This is an optimization exercise on Yosys and OpenROAD, whose aim is small area, not a production implementation. The RTL was checked by simulation tests, not by an equivalence proof against the original design. Power is estimated from default activity; no workload was simulated.

==> design.v <==
package lcd_pkg;
    typedef logic [7:0] ascii_t;
    typedef logic [3:0] nibble_t;
    typedef enum logic [7:0] {
        INIT_8BIT  = 8'h33,
        INIT_4BIT  = 8'h32,
        FUNC_SET   = 8'h28,
        DISP_ON    = 8'h0C,
        ENTRY_MODE = 8'h06,
        CLEAR      = 8'h01,
        LINE1      = 8'h80,
        LINE2      = 8'hC0,
        LINE3      = 8'h94,
        LINE4      = 8'hD4
    } lcd_cmd_e;
    typedef enum logic [2:0] {
        BOOT_WAIT, INIT, WAIT_SERIAL, SEND_ADDR, SEND_CHAR, REFRESH_WAIT
    } seq_state_e;
    typedef enum logic [2:0] {
        IDLE, SETUP, EN_HIGH, HOLD, POST_WAIT
    } send_state_e;
    localparam int PULSE_US       = 2;
    localparam int WAIT_US_NORMAL = 40;
    localparam int WAIT_US_LONG   = 2000;
    localparam int LINE_CHARS   = 20;
    localparam int NUM_LINES    = 4;
    localparam int MSG_CHARS    = 60;
    localparam int SERIAL_CHARS = 6;
    localparam int INIT_LEN = 6;
endpackage
`timescale 1ns/1ps
module lcd_tick_gen #(
    parameter int CLK_HZ = 50_000_000
) (
    input  logic clk,
    input  logic rst,
    output logic tick_o
);
    localparam int DIV   = (CLK_HZ / 1_000_000 > 1) ? CLK_HZ / 1_000_000 : 2;
    localparam int CNT_W = $clog2(DIV);
    logic [CNT_W-1:0] cnt;
    always_ff @(posedge clk or negedge rst) begin
        if (!rst) begin
            cnt    <= '0;
            tick_o <= 1'b0;
        end else if (cnt == CNT_W'(DIV - 1)) begin
            cnt    <= '0;
            tick_o <= 1'b1;
        end else begin
            cnt    <= cnt + 1'b1;
            tick_o <= 1'b0;
        end
    end
endmodule
`timescale 1ns/1ps
module lcd_char_map (
    input  logic [1:0]      row_i,
    input  logic [4:0]      col_i,
    input  logic [47:0]     serial_i,
    input  lcd_pkg::ascii_t chance_i,
    input  logic [479:0]    msg_i,
    output lcd_pkg::ascii_t char_o
);
    logic [2:0] sn_idx;
    logic [5:0] msg_idx;
    lcd_pkg::ascii_t     serial_char;
    lcd_pkg::ascii_t     msg_char;
    assign sn_idx      = 3'(col_i - 5'd4);
    assign serial_char = serial_i[lcd_pkg::SERIAL_CHARS*8-1 - 8*sn_idx -: 8];
    assign msg_idx  = 6'(row_i * lcd_pkg::LINE_CHARS + col_i - lcd_pkg::LINE_CHARS);
    assign msg_char = msg_i[lcd_pkg::MSG_CHARS*8-1 - 8*msg_idx -: 8];
    always_comb begin
        char_o = " ";
        if (row_i == 2'd0) begin
            case (col_i)
                5'd0:  char_o = "S";
                5'd1:  char_o = "N";
                5'd2:  char_o = ":";
                5'd4, 5'd5, 5'd6, 5'd7, 5'd8, 5'd9: char_o = serial_char;
                5'd11: char_o = "c";
                5'd12: char_o = "h";
                5'd13: char_o = "a";
                5'd14: char_o = "n";
                5'd15: char_o = "c";
                5'd16: char_o = "e";
                5'd17: char_o = ":";
                5'd19: char_o = chance_i;
                default: char_o = " ";
            endcase
        end else begin
            char_o = msg_char;
        end
    end
endmodule
`timescale 1ns/1ps
module lcd_frame_sequencer #(
    parameter int BOOT_WAIT_US    = 20_000,
    parameter int REFRESH_WAIT_US = 200_000
) (
    input  logic              clk,
    input  logic              rst,
    input  logic              tick_i,
    input  logic              serial_done_i,
    input  logic [47:0]       serial_number_i,
    input  lcd_pkg::ascii_t   chance_ascii_i,
    input  logic [479:0]      msg_i,
    output logic              activated_o,
    output logic              byte_valid_o,
    output logic              byte_is_data_o,
    output lcd_pkg::ascii_t   byte_data_o,
    input  logic              byte_ready_i
);
    lcd_pkg::seq_state_e   state;
    logic [31:0]  wait_cnt;
    logic [2:0]   init_idx;
    logic [1:0]   row;
    logic [4:0]   col;
    logic         xfer;
    logic         latch_en;
    logic [47:0]  serial_q;
    lcd_pkg::ascii_t       chance_q;
    logic [479:0] msg_q;
    lcd_pkg::ascii_t       map_char;
    lcd_pkg::ascii_t       line_addr;
    lcd_pkg::ascii_t       init_cmd;
    assign xfer = byte_valid_o && byte_ready_i;
    assign latch_en = ((state == lcd_pkg::WAIT_SERIAL) && serial_done_i) ||
                      ((state == lcd_pkg::REFRESH_WAIT) && (wait_cnt == '0));
    always_comb begin
        case (row)
            2'd0:    line_addr = lcd_pkg::LINE1;
            2'd1:    line_addr = lcd_pkg::LINE2;
            2'd2:    line_addr = lcd_pkg::LINE3;
            default: line_addr = lcd_pkg::LINE4;
        endcase
    end
    always_comb begin
        case (init_idx)
            3'd0:    init_cmd = lcd_pkg::INIT_8BIT;
            3'd1:    init_cmd = lcd_pkg::INIT_4BIT;
            3'd2:    init_cmd = lcd_pkg::FUNC_SET;
            3'd3:    init_cmd = lcd_pkg::DISP_ON;
            3'd4:    init_cmd = lcd_pkg::ENTRY_MODE;
            default: init_cmd = lcd_pkg::CLEAR;
        endcase
    end
    lcd_char_map u_char_map (
        .row_i    (row),
        .col_i    (col),
        .serial_i (serial_q),
        .chance_i (chance_q),
        .msg_i    (msg_q),
        .char_o   (map_char)
    );
    always_ff @(posedge clk) begin
        if (latch_en) begin
            serial_q <= serial_number_i;
            chance_q <= chance_ascii_i;
            msg_q    <= msg_i;
        end
    end
    always_ff @(posedge clk or negedge rst) begin
        if (!rst) begin
            state           <= lcd_pkg::BOOT_WAIT;
            wait_cnt        <= 32'(BOOT_WAIT_US);
            init_idx        <= '0;
            row             <= '0;
            col             <= '0;
            activated_o     <= 1'b0;
            byte_valid_o   <= 1'b0;
            byte_is_data_o <= 1'b0;
            byte_data_o    <= '0;
        end else begin
            case (state)
                lcd_pkg::BOOT_WAIT: begin
                    if (wait_cnt == '0) state <= lcd_pkg::INIT;
                    else if (tick_i)    wait_cnt <= wait_cnt - 1'b1;
                end
                lcd_pkg::INIT: begin
                    if (!byte_valid_o) begin
                        byte_valid_o   <= 1'b1;
                        byte_is_data_o <= 1'b0;
                        byte_data_o    <= init_cmd;
                    end else if (xfer) begin
                        byte_valid_o <= 1'b0;
                        init_idx      <= init_idx + 1'b1;
                        if (init_idx == 3'(lcd_pkg::INIT_LEN - 1)) state <= lcd_pkg::WAIT_SERIAL;
                    end
                end
                lcd_pkg::WAIT_SERIAL: begin
                    if (serial_done_i) begin
                        row   <= '0;
                        state <= lcd_pkg::SEND_ADDR;
                    end
                end
                lcd_pkg::SEND_ADDR: begin
                    if (!byte_valid_o) begin
                        byte_valid_o   <= 1'b1;
                        byte_is_data_o <= 1'b0;
                        byte_data_o    <= line_addr;
                    end else if (xfer) begin
                        byte_valid_o <= 1'b0;
                        col           <= '0;
                        state         <= lcd_pkg::SEND_CHAR;
                        if (row == 2'd0) activated_o <= 1'b1;
                    end
                end
                lcd_pkg::SEND_CHAR: begin
                    if (!byte_valid_o) begin
                        byte_valid_o   <= 1'b1;
                        byte_is_data_o <= 1'b1;
                        byte_data_o    <= map_char;
                    end else if (xfer) begin
                        byte_valid_o <= 1'b0;
                        if (col != 5'(lcd_pkg::LINE_CHARS - 1)) begin
                            col <= col + 1'b1;
                        end else if (row == 2'(lcd_pkg::NUM_LINES - 1)) begin
                            wait_cnt <= 32'(REFRESH_WAIT_US);
                            state    <= lcd_pkg::REFRESH_WAIT;
                        end else begin
                            row   <= row + 1'b1;
                            state <= lcd_pkg::SEND_ADDR;
                        end
                    end
                end
                lcd_pkg::REFRESH_WAIT: begin
                    if (wait_cnt == '0) begin
                        row   <= '0;
                        state <= lcd_pkg::SEND_ADDR;
                    end else if (tick_i) begin
                        wait_cnt <= wait_cnt - 1'b1;
                    end
                end
                default: state <= lcd_pkg::BOOT_WAIT;
            endcase
        end
    end
endmodule
`timescale 1ns/1ps
module lcd_nibble_sender (
    input  logic             clk,
    input  logic             rst,
    input  logic             tick_i,
    input  logic             byte_valid_i,
    input  logic             byte_is_data_i,
    input  lcd_pkg::ascii_t  byte_data_i,
    output logic             byte_ready_o,
    output logic             lcd_rs_o,
    output logic             lcd_en_o,
    output lcd_pkg::nibble_t lcd_data_o
);
    localparam int CNT_W = $clog2(lcd_pkg::WAIT_US_LONG + 1);
    lcd_pkg::send_state_e      state;
    logic             lo_nibble;
    logic [CNT_W-1:0] cnt;
    logic             long_wait;
    logic             is_slow_cmd;
    lcd_pkg::nibble_t          lo_data;
    assign is_slow_cmd = !byte_is_data_i &&
                         ((byte_data_i == lcd_pkg::CLEAR) ||
                          (byte_data_i == lcd_pkg::INIT_8BIT) ||
                          (byte_data_i == lcd_pkg::INIT_4BIT));
    assign byte_ready_o = (state == lcd_pkg::IDLE);
    always_ff @(posedge clk) begin
        if ((state == lcd_pkg::IDLE) && byte_valid_i) begin
            lo_data <= byte_data_i[3:0];
        end
    end
    always_ff @(posedge clk or negedge rst) begin
        if (!rst) begin
            state      <= lcd_pkg::IDLE;
            lo_nibble  <= 1'b0;
            cnt        <= '0;
            long_wait  <= 1'b0;
            lcd_rs_o   <= 1'b0;
            lcd_en_o   <= 1'b0;
            lcd_data_o <= '0;
        end else begin
            case (state)
                lcd_pkg::IDLE: begin
                    if (byte_valid_i) begin
                        lcd_rs_o   <= byte_is_data_i;
                        lcd_data_o <= byte_data_i[7:4];
                        long_wait  <= is_slow_cmd;
                        lo_nibble  <= 1'b0;
                        cnt        <= CNT_W'(lcd_pkg::PULSE_US);
                        state      <= lcd_pkg::SETUP;
                    end
                end
                lcd_pkg::SETUP: begin
                    if (tick_i) begin
                        if (cnt != '0) begin
                            cnt <= cnt - 1'b1;
                        end else begin
                            lcd_en_o <= 1'b1;
                            cnt      <= CNT_W'(lcd_pkg::PULSE_US);
                            state    <= lcd_pkg::EN_HIGH;
                        end
                    end
                end
                lcd_pkg::EN_HIGH: begin
                    if (tick_i) begin
                        if (cnt != '0) begin
                            cnt <= cnt - 1'b1;
                        end else begin
                            lcd_en_o <= 1'b0;
                            cnt      <= CNT_W'(lcd_pkg::PULSE_US);
                            state    <= lcd_pkg::HOLD;
                        end
                    end
                end
                lcd_pkg::HOLD: begin
                    if (tick_i) begin
                        if (cnt != '0) begin
                            cnt <= cnt - 1'b1;
                        end else if (!lo_nibble) begin
                            lo_nibble  <= 1'b1;
                            lcd_data_o <= lo_data;
                            cnt        <= CNT_W'(lcd_pkg::PULSE_US);
                            state      <= lcd_pkg::SETUP;
                        end else begin
                            cnt   <= long_wait ? CNT_W'(lcd_pkg::WAIT_US_LONG) : CNT_W'(lcd_pkg::WAIT_US_NORMAL);
                            state <= lcd_pkg::POST_WAIT;
                        end
                    end
                end
                lcd_pkg::POST_WAIT: begin
                    if (tick_i) begin
                        if (cnt != '0) cnt <= cnt - 1'b1;
                        else           state <= lcd_pkg::IDLE;
                    end
                end
                default: state <= lcd_pkg::IDLE;
            endcase
        end
    end
endmodule
`timescale 1ns/1ps
module lcd2004_driver #(
    parameter int CLK_HZ          = 50_000_000,
    parameter int BOOT_WAIT_US    = 1_000,
    parameter int REFRESH_WAIT_US = 1_000
) (
    input  logic         clk,
    input  logic         rst,
    input  logic [47:0]  serial_number_i,
    input  logic         serial_done_i,
    input  logic [7:0]   chance_ascii_i,
    input  logic [479:0] msg_i,
    output logic         lcd_rs_o,
    output logic         lcd_en_o,
    output logic [3:0]   lcd_data_o,
    output logic         activated_o
);
    logic tick_us;
    logic       byte_valid;
    logic       byte_ready;
    logic       byte_is_data;
    logic [7:0] byte_data;
    lcd_tick_gen #(
        .CLK_HZ (CLK_HZ)
    ) u_tick_gen (
        .clk    (clk),
        .rst    (rst),
        .tick_o (tick_us)
    );
    lcd_frame_sequencer #(
        .BOOT_WAIT_US    (BOOT_WAIT_US),
        .REFRESH_WAIT_US (REFRESH_WAIT_US)
    ) u_sequencer (
        .clk             (clk),
        .rst             (rst),
        .tick_i          (tick_us),
        .serial_done_i   (serial_done_i),
        .serial_number_i (serial_number_i),
        .chance_ascii_i  (chance_ascii_i),
        .msg_i           (msg_i),
        .activated_o     (activated_o),
        .byte_valid_o    (byte_valid),
        .byte_is_data_o  (byte_is_data),
        .byte_data_o     (byte_data),
        .byte_ready_i    (byte_ready)
    );
    lcd_nibble_sender u_sender (
        .clk        (clk),
        .rst        (rst),
        .tick_i     (tick_us),
        .byte_valid_i   (byte_valid),
        .byte_is_data_i (byte_is_data),
        .byte_data_i    (byte_data),
        .byte_ready_o   (byte_ready),
        .lcd_rs_o   (lcd_rs_o),
        .lcd_en_o   (lcd_en_o),
        .lcd_data_o (lcd_data_o)
    );
endmodule
==> run.sh <==
#!/bin/bash
# synth_recipe.tcl (not shown) runs the flow's synth.tcl, then flattens the netlist and writes it again
# the make line also repeats each setting of config.mk as NAME=value (left out here)
make -C /OpenROAD-flow-scripts/flow DESIGN_CONFIG=/design/flow/config.mk WORK_HOME=/design/flow/orfs CLKGATE_MAP_FILE= SYNTH_SCRIPT=/design/flow/synth_recipe.tcl finish
==> config.mk <==
export PLATFORM = sky130hd
export DESIGN_NAME = lcd2004_driver
export DESIGN_NICKNAME = lcd2004_driver
export VERILOG_FILES = /design/flow/design.v
export SDC_FILE = /design/flow/constraint.sdc
export NUM_CORES = 4
export LEC_CHECK = 0
export CAP_MARGIN = 20
export CORE_MARGIN = 2
export CORE_UTILIZATION = 40
export SLEW_MARGIN = 20
==> constraint.sdc <==
create_clock -name core_clock -period 20.0 [get_ports {clk}]
set_input_delay 4.0000 -clock core_clock [delete_from_list [all_inputs] [get_ports {clk}]]
set_output_delay 4.0000 -clock core_clock [all_outputs]
set_load 0.01 [all_outputs]
==> results.txt <==
layer usage:
layer | vias to the layer above | track usage (%) | wire length [µm]
met4 | 30 | 6.513 | 1509
met2 | 562 | 39.82 | 40620
met1 | 8413 | 29.79 | 31610
li1 | 7507 | - | -
met5 | - | 0 | 200
met3 | 114 | 5.945 | 5284
power by group:
group	leakage, nW	internal, mW	total (mW)	switching (mW)
logic	4.76	0.0911	0.114	0.0229
registers	5.93	1.42	1.42	0
clock network	1.10	0.740	1.28	0.537
area by class of cell:
type                            instances  area share (%)
Timing Repair Buffer                  570           16.32
Clock inverter                         42           1.242
Tap cell                              855           3.059
Antenna cell                           10         0.07156
Sequential cell                       625           52.49
Inverter                               33          0.3542
Multi-Input combinational cell        870           21.21
Clock buffer                           87           5.253
through the flow:
step / cell area [µm²] / total power [mW] / utilization [%] / hold slack [ps]
finish: 34970 / 2.807 / 54.15 / 475.3
global route: 34960 / 2.890 / 54.13 / 488.0
CTS: 34870 / 2.835 / 54.00 / 475.9
detailed placement: 32600 / 1.558 / 50.49 / 463.6
global placement: 32600 / 1.557 / 50.49 / 461.4
floorplan: 26150 / 1.444 / - / 439.7
cells in the final DEF, fill, tap and decap left out, types with 6 or more instances in the layout:
cell	synthesis	layout
and3_1	16	16
nand4_1	14	14
clkbuf_1	52	16
nand3b_1	7	7
nand3_1	40	40
nor4_1	14	14
dfrtp_1	79	78
mux2_2	16	16
or2_2	7	7
clkinv_2	0	14
dfstp_2	6	6
nand2_1	142	141
nor2b_1	7	7
buf_4	0	20
diode_2	0	10
edfxtp_1	540	540
mux4_2	116	116
a31oi_1	17	17
o31ai_1	9	9
ha_1	28	27
inv_1	32	32
nor3_1	28	27
xor2_1	14	12
a21o_1	7	7
bufinv_16	0	6
o311ai_0	6	6
clkbuf_16	0	71
a211oi_1	6	6
clkinv_1	1	9
a21oi_1	52	52
nand2b_1	8	8
or3_1	11	11
clkdlybuf4s50_1	0	544
o211ai_1	12	12
or4_1	11	11
o21ai_0	63	63
a311oi_1	14	14
xnor2_1	20	17
nor2_1	77	76
mux2i_1	30	30
flip-flops by register name, summed over array words and instances, names as in the netlist, 2 cells and up:
name                     flops
u_sequencer.state            3
u_sender.lo_data             4
u_sequencer.col              5
u_sender.cnt                11
u_sender.lcd_data_o          4
u_sequencer.chance_q         8
u_sequencer.byte_data_o      8
u_sequencer.row              2
u_sequencer.init_idx         3
u_sender.state               3
u_tick_gen.cnt               6
u_sequencer.serial_q        48
u_sequencer.msg_q          480
u_sequencer.wait_cnt        32
worst paths after layout:
path | start | end | slack, ps | cells past startpoint
max in group asynchronous | rst | u_sequencer.col[0]$_DFFE_PN0P_ | 15460 | 2
worst min-delay path | u_sequencer.activated_o$_DFFE_PN0P_ | u_sequencer.activated_o$_DFFE_PN0P_ | 480 | 1
worst min register to register | u_sequencer.activated_o$_DFFE_PN0P_ | u_sequencer.activated_o$_DFFE_PN0P_ | 480 | 1
min in group asynchronous | rst | u_sender.lcd_data_o[0]$_DFFE_PN0P_ | 3250 | 1
worst max-delay path | serial_done_i | u_sequencer.msg_q[479]$_DFFE_PP_ | 12670 | 6
worst max register to register | u_sequencer.wait_cnt[0]$_DFFE_PN0P_ | u_sequencer.msg_q[479]$_DFFE_PP_ | 14510 | 10
synth_stat cells (5+ instances only):
library cell  count
a211oi_1          6
a21o_1            7
a21oi_1          52
a311oi_1         14
a31oi_1          17
and2_1            5
and3_1           16
buf_1            12
buf_2            21
clkbuf_1         52
dfrtp_1          79
dfstp_2           6
edfxtp_1        540
ha_1             28
inv_1            32
mux2_2           16
mux2i_1          30
mux4_2          116
nand2_1         142
nand2b_1          8
nand3_1          40
nand3b_1          7
nand4_1          14
nor2_1           77
nor2b_1           7
nor3_1           28
nor4_1           14
o211ai_1         12
o21ai_0          63
o22ai_1           5
o311ai_0          6
o31ai_1           9
or2_2             7
or3_1            11
or4_1            11
xnor2_1          20
xor2_1           14
logic make-up after synthesis:
logic type	count (synthesis)	share of synthesized area, %
flops	625	70.19
simple gates	402	7.437
compound gates	242	6.111
mux	162	11.83
buf+inv	118	1.795
xor+xnor	35	1.225
fa+ha+maj	29	1.417
critical path, stage by stage:
cell             delay (ps)
clkdlybuf4s50_1         580
nand3_1                 180
nand2_4                 750
buf_4                   830
buf_12                  390
buf_16                  490
==> results.cfg <==
[logic_synthesis]
async_flop_share_pct = 13.60
synth_cells = 1613
synth_edf_count = 540
yosysTopAreaCell = edfxtp_1
ys_ff_latch = 625
syn-num-nets = 2181
syn_area_mm2 = 0.02615
synth_top_area_share_pct = 62.02
yosysWarnings = 4
synth_cell_types = 75
synth_area_leaders = edfxtp_1 62%, mux4_2 10%, dfrtp_1 7.6%, nand2_1 2.0%, ha_1 1.3%
seq_area_frac_synth_pct = 70.19
synth-main-ff-cell = edfxtp_1
syn_area_per_cell_um2 = 16.21

[drt]
drc = 0
drt-initial-drc-count = 1598
firstDrtPassIters = 7
wl_per_cell_um = 25.62
detail_route.wirelength_mm = 79.23
vias_per_cell = 5.377
ant_nets = 0
via_count = 16626

[timing]
min_period_over_period_pct = 36.67
rsz0062_at_grt = false
hold_viol = 0
drv_slew = 0
setup_viol = 0
max_freq_mhz = 136.4
setup_tns_ps = 0
clock_skew_ps = 27.50
fin_crit_ps = 7333
worst_slew_pin_slew_ps = 990.2
slew_headroom_pct = 33.99
fin_ws_ps = 12670

[placement]
dpl.cell_count = 2950
dp_slack_ps = 11880
dp.final_hpwl_mm = 57.76
io_buffers = 545
gp_congestion = 0.8557

[finish]
areaGrowthSynthToFinish_pct = 33.74
nFillCells = 5274
multiInputGateArea_mm2 = 0.007417
stdcell_count = 3092
nets = 2738
final_layout_size_suffix_gt1_share_pct = 13.29
regArea_mm2 = 0.01835

[global_route]
grt.overflow.total = 0
antenna_found_initial = 23
grt_pass1_vias = 17285
track_usage_pct = 23.43
grt_pass1_wl_mm = 114.3
grt_max_degree = 211

[floorplanning]
initial_utilization_pct = 40.48
chipHeight_um = 259.7
rows = 93
die_area_mm2 = 0.06742
die_width_um = 259.7
core_mm2 = 0.06458
ios = 546

[clock_tree]
cts_made_buffers = 70
cts_root_buf = clkbuf_16
post_cts_buffers = 0
clkSinkCount = 625
clk_pin_slew_worst_paths_ps = 60
clk_latency_ps = 630
cts_tree = yes
holdBufCountCts = 0
cts_resized = 0
h-tree-depth = 3
cts_buffer_depth = 3

[pwr]
total_leakage_power_nw = 11.80
powerDensity_mw_per_mm2 = 80.27
ir_drop_mv = 0.07484

[run_status]
status = timing/DRC/antenna clean

[worst_setup_path]
cp.arrival_ps = 7560
worst-setup-path-type = in -> reg
crit_fanout = 153
critPathLaunchType = primary input
end_kind = flip-flop
critPathRequiredTime_ps = 20220

[hold_path]
hp-class = reg -> reg

[flow_run]
drv_cap = 0

[what the ideal ports hide]
How much do the figures lean on ideal ports? The routed layout below was timed once more, with nothing changed but the port constraints. Step 1 (the two cells are an assumption about what drives the block):
set clk [get_ports {clk}]
set_driving_cell -lib_cell sky130_fd_sc_hd__clkbuf_16 $clk
set_driving_cell -lib_cell sky130_fd_sc_hd__buf_2 [delete_from_list [all_inputs] $clk]
Step 2 adds t to the input delays and takes it off the output delays; t is the mean of the earliest and latest rising clock arrival at the registers after step 1. Input paths then give back, and output paths get back, about the clock's delay inside the block. Three values: no drivers, after step 1, after step 2; two values: the first two.
shift t [ns]: 0.676
setup WS [ns]: 12.667 / 12.705 / 12.029
worst data-port slew with drivers (ns): 0.13
After both steps setup and hold are still met in this run. The setup slack of this run moves by +0.038 ns with the drivers and by -0.638 ns with both steps.
